This design comes from an exercise in tuning for small area, a short achievable clock period and few clock cycles on the open sky130 flow, not from production work. Only simulation tests tie the RTL to the original design; equivalence was not proved. Power figures rest on the tool's default switching activity, not on a simulated workload. The clock port is modelled as an ideal driver; clocking choices that lean on that would not hold on a real chip.

== run 1 ==
// instr_mem_ctrl
module instr_mem_ctrl #(
  parameter int XLEN        = 32,
  parameter int DEPTH       = 64,
  parameter int WAIT_STATES = 1,
  parameter int AW          = $clog2(DEPTH)
) (
  input  logic            clk,
  input  logic            reset,
  input  logic            fetch_req,
  input  logic [31:0]     fetch_addr,
  output logic            fetch_ready,
  output logic            instr_valid,
  output logic [XLEN-1:0] instr,
  output logic            fetch_fault,
  input  logic            prog_we,
  input  logic [31:0]     prog_addr,
  input  logic [XLEN-1:0] prog_data,
  input  logic            prog_inj_err,
  output logic            prog_busy,
  output logic            parity_err
);
Size in the first run: ~4300 cells after synthesis, about 2300 flip-flops, about 140 I/O pins.
export LEC_CHECK = 0
export CAP_MARGIN = 20
export CORE_MARGIN = 2
export CORE_UTILIZATION = 45
export CTS_CLUSTER_DIAMETER = 100
export CTS_CLUSTER_SIZE = 30
export SETUP_SLACK_MARGIN = 4.0
export SLEW_MARGIN = 20
create_clock -name core_clock -period 6.0 [get_ports {clk}]
standard.sh (not shown) runs the stock make flow with config.mk's settings and CLKGATE_MAP_FILE= SYNTH_SCRIPT=/design/flow/synth_recipe.tcl, a recipe that flattens the netlist after the stock synthesis.
==> flow/flow/run.sh <==
#!/bin/bash
set -euo pipefail
export BUFFER_PORTS_ARGS="-buffer_cell sky130_fd_sc_hd__buf_1"
export CTS_ARGS="-sink_clustering_enable -repair_clock_nets -sink_clustering_size 30 -sink_clustering_max_diameter 100 -dont_use_dummy_load"
bash standard.sh place > layout_place.log 2>&1
PLACE_ODB="$PWD/orfs/results/$FLOW_PLATFORM/instr_mem_ctrl/base/3_place.odb" \
  openroad -no_init -exit flow/move_out_flops.tcl > move_out_flops.log 2>&1
bash standard.sh finish > layout_finish.log 2>&1
==> flow/flow/move_out_flops.tcl <==
# Moves each flip-flop that drives an output port's buffer next to that
# buffer, makes that buffer a buf_4, then legalizes the placement. Reads and rewrites the placed design
# given by $::env(PLACE_ODB).
read_db $::env(PLACE_ODB)
set block [ord::get_db_block]
set out_buf sky130_fd_sc_hd__buf_4
set moved 0
foreach bterm [$block getBTerms] {
  if {[$bterm getIoType] != "OUTPUT"} { continue }
  set net [$bterm getNet]
  set buf ""
  foreach it [$net getITerms] { if {[$it isOutputSignal]} { set buf [$it getInst] } }
  if {$buf == ""} { continue }
  set in_net ""
  foreach it [$buf getITerms] { if {[$it isInputSignal]} { set in_net [$it getNet] } }
  if {$in_net == ""} { continue }
  set ff ""
  foreach it [$in_net getITerms] {
    if {[$it isOutputSignal] && [string match "*df*" [[[$it getInst] getMaster] getName]]} { set ff [$it getInst] }
  }
  if {$ff == ""} { continue }
  # only when the flop drives nothing but this buffer
  if {[llength [$in_net getITerms]] != 2} { continue }
  set loc [$buf getLocation]
  puts "move [$ff getName] from [$ff getLocation] to $loc"
  $ff setLocation [lindex $loc 0] [lindex $loc 1]
  incr moved
  # a stronger output buffer than the buffer_ports default
  if {[[$buf getMaster] getName] != $out_buf} {
    $buf swapMaster [[ord::get_db] findMaster $out_buf]
  }
}
puts "moved $moved flip-flops"
detailed_placement
check_placement -verbose
write_db $::env(PLACE_ODB)
Testbench counts of run 1, summed over its fixed seeds: cycles 12,024.
The inputs of run 2 differ from those of run 1 as listed below.
- a change of SETUP_SLACK_MARGIN from 4.0 to 3.7
==> flow/run.sh (new file) <==
#!/bin/bash
# synth_recipe.tcl (not shown) runs the flow's synth.tcl, then flattens the netlist and writes it again
# the make line also repeats each setting of config.mk as NAME=value (left out here)
make -C /OpenROAD-flow-scripts/flow DESIGN_CONFIG=/design/flow/config.mk WORK_HOME=/design/flow/orfs CLKGATE_MAP_FILE= SYNTH_SCRIPT=/design/flow/synth_recipe.tcl finish
removed: flow/flow/run.sh
removed: flow/flow/move_out_flops.tcl
removed: flow/standard.sh
### Flow results
Every stage of the flow completed for run 2, and the final layout passed the timing, design-rule and antenna checks.
On first-iteration DRC count, run 2 does better than run 1.
The worst setup skew after layout reported for run 2 is smaller than that of run 1 by 0.044 ns.
Number of buffers created by CTS came out exactly the same in run 2 and run 1.
Of run 2 and run 1, the run reporting the higher final non-filler cell area was run 1.
| clock network power consumption | run 2 vs run 1 | worse |
Run 2 ends up with a fraction of power consumed by the clock network that is 1.2 points higher than in run 1.
Comparing the two runs side by side, run 2 comes out behind run 1 on worst setup slack.
Run 2 vs run 1: wire length of the first global-routing pass down slightly
Compared with run 1, in run 2 proportion of final cell area spent on non-clock buffers has decreased, count of flip-flops with a built-in enable after synthesis has remained practically unchanged, weighted congestion reported at the end of routability-driven placement has decreased.
#### Input delta (run 3 over run 2)
- SETUP_SLACK_MARGIN now 3.85, was 3.7
==> flow/flow/run.sh (new file) <==
#!/bin/bash
set -euo pipefail
export BUFFER_PORTS_ARGS="-buffer_cell sky130_fd_sc_hd__buf_1"
bash standard.sh place > layout_place.log 2>&1
PLACE_ODB="$PWD/orfs/results/$FLOW_PLATFORM/instr_mem_ctrl/base/3_place.odb" \
  openroad -no_init -exit flow/move_out_flops.tcl > move_out_flops.log 2>&1
bash standard.sh finish > layout_finish.log 2>&1
==> flow/flow/move_out_flops.tcl (new file) <==
# Moves each flip-flop that drives an output port's buffer next to that
# buffer, makes that buffer a buf_4, then legalizes the placement. Reads and rewrites the placed design
# given by $::env(PLACE_ODB).
read_db $::env(PLACE_ODB)
set block [ord::get_db_block]
set out_buf sky130_fd_sc_hd__buf_4
set moved 0
foreach bterm [$block getBTerms] {
  if {[$bterm getIoType] != "OUTPUT"} { continue }
  set net [$bterm getNet]
  set buf ""
  foreach it [$net getITerms] { if {[$it isOutputSignal]} { set buf [$it getInst] } }
  if {$buf == ""} { continue }
  set in_net ""
  foreach it [$buf getITerms] { if {[$it isInputSignal]} { set in_net [$it getNet] } }
  if {$in_net == ""} { continue }
  set ff ""
  foreach it [$in_net getITerms] {
    if {[$it isOutputSignal] && [string match "*df*" [[[$it getInst] getMaster] getName]]} { set ff [$it getInst] }
  }
  if {$ff == ""} { continue }
  # only when the flop drives nothing but this buffer
  if {[llength [$in_net getITerms]] != 2} { continue }
  set loc [$buf getLocation]
  puts "move [$ff getName] from [$ff getLocation] to $loc"
  $ff setLocation [lindex $loc 0] [lindex $loc 1]
  incr moved
  # a stronger output buffer than the buffer_ports default
  if {[[$buf getMaster] getName] != $out_buf} {
    $buf swapMaster [[ord::get_db] findMaster $out_buf]
  }
}
puts "moved $moved flip-flops"
detailed_placement
check_placement -verbose
write_db $::env(PLACE_ODB)
==> flow/standard.sh (new file) <==
#!/bin/bash
# synth_recipe.tcl (not shown) runs the flow's synth.tcl, then flattens the netlist and writes it again
# the make line also repeats each setting of config.mk as NAME=value (left out here)
make -C /OpenROAD-flow-scripts/flow DESIGN_CONFIG=/design/flow/config.mk WORK_HOME=/design/flow/orfs CLKGATE_MAP_FILE= SYNTH_SCRIPT=/design/flow/synth_recipe.tcl "${@:-finish}"
removed: flow/run.sh
### Flow results
Run 3 vs. run 2: total detailed-routing wirelength grew by 6500 um, internal power shrank by 0.33%, count of plain and timing-repair buffers in the layout grew by 39, routed wirelength normalized by instance count grew by about 2%, fmax grew by about 3.3%.
Taking run 3 as 1.0, run 2 lands at 0.923 on first-iteration DRC count.
Run 3 vs. run 2: met2 track demand over resource now sits higher, total power consumption of the routed design saw little to no change, cell area saw little to no change.

==> afterwards: timing with drivers on the ports <==
No port has a modelled driver above. Below, the same layouts with a new extraction and two added sets of constraints.
Step 1 sets driving cells, clkbuf_16 on the clock port and buf_2 on the other inputs (assumed; they add their load-dependent delay and slew).
Step 2, shift: input delay + t, output delay - t, t = (earliest + latest rising clock arrival at the registers) / 2. This alone moves slack from input paths to output paths.
Slacks: no drivers / after step 1 / after step 2; pairs: no drivers / after step 1.
run | t, ns | slack for setup (ns) | worst setup path after step 2 | cell pins on the clock port's net
run 1 | 0.792 | 3.605 / 3.523 / 3.305 | input to register | 1
run 2 | 0.820 | 3.490 / 3.399 / 2.975 | input to register | 1
run 3 | 0.826 | 3.571 / 3.485 / 3.214 | input to register | 1
After both steps every run listed still meets setup and hold. The setup slack of run 2, which loses most, moves by -0.091 ns with the drivers and by -0.515 ns with both steps.
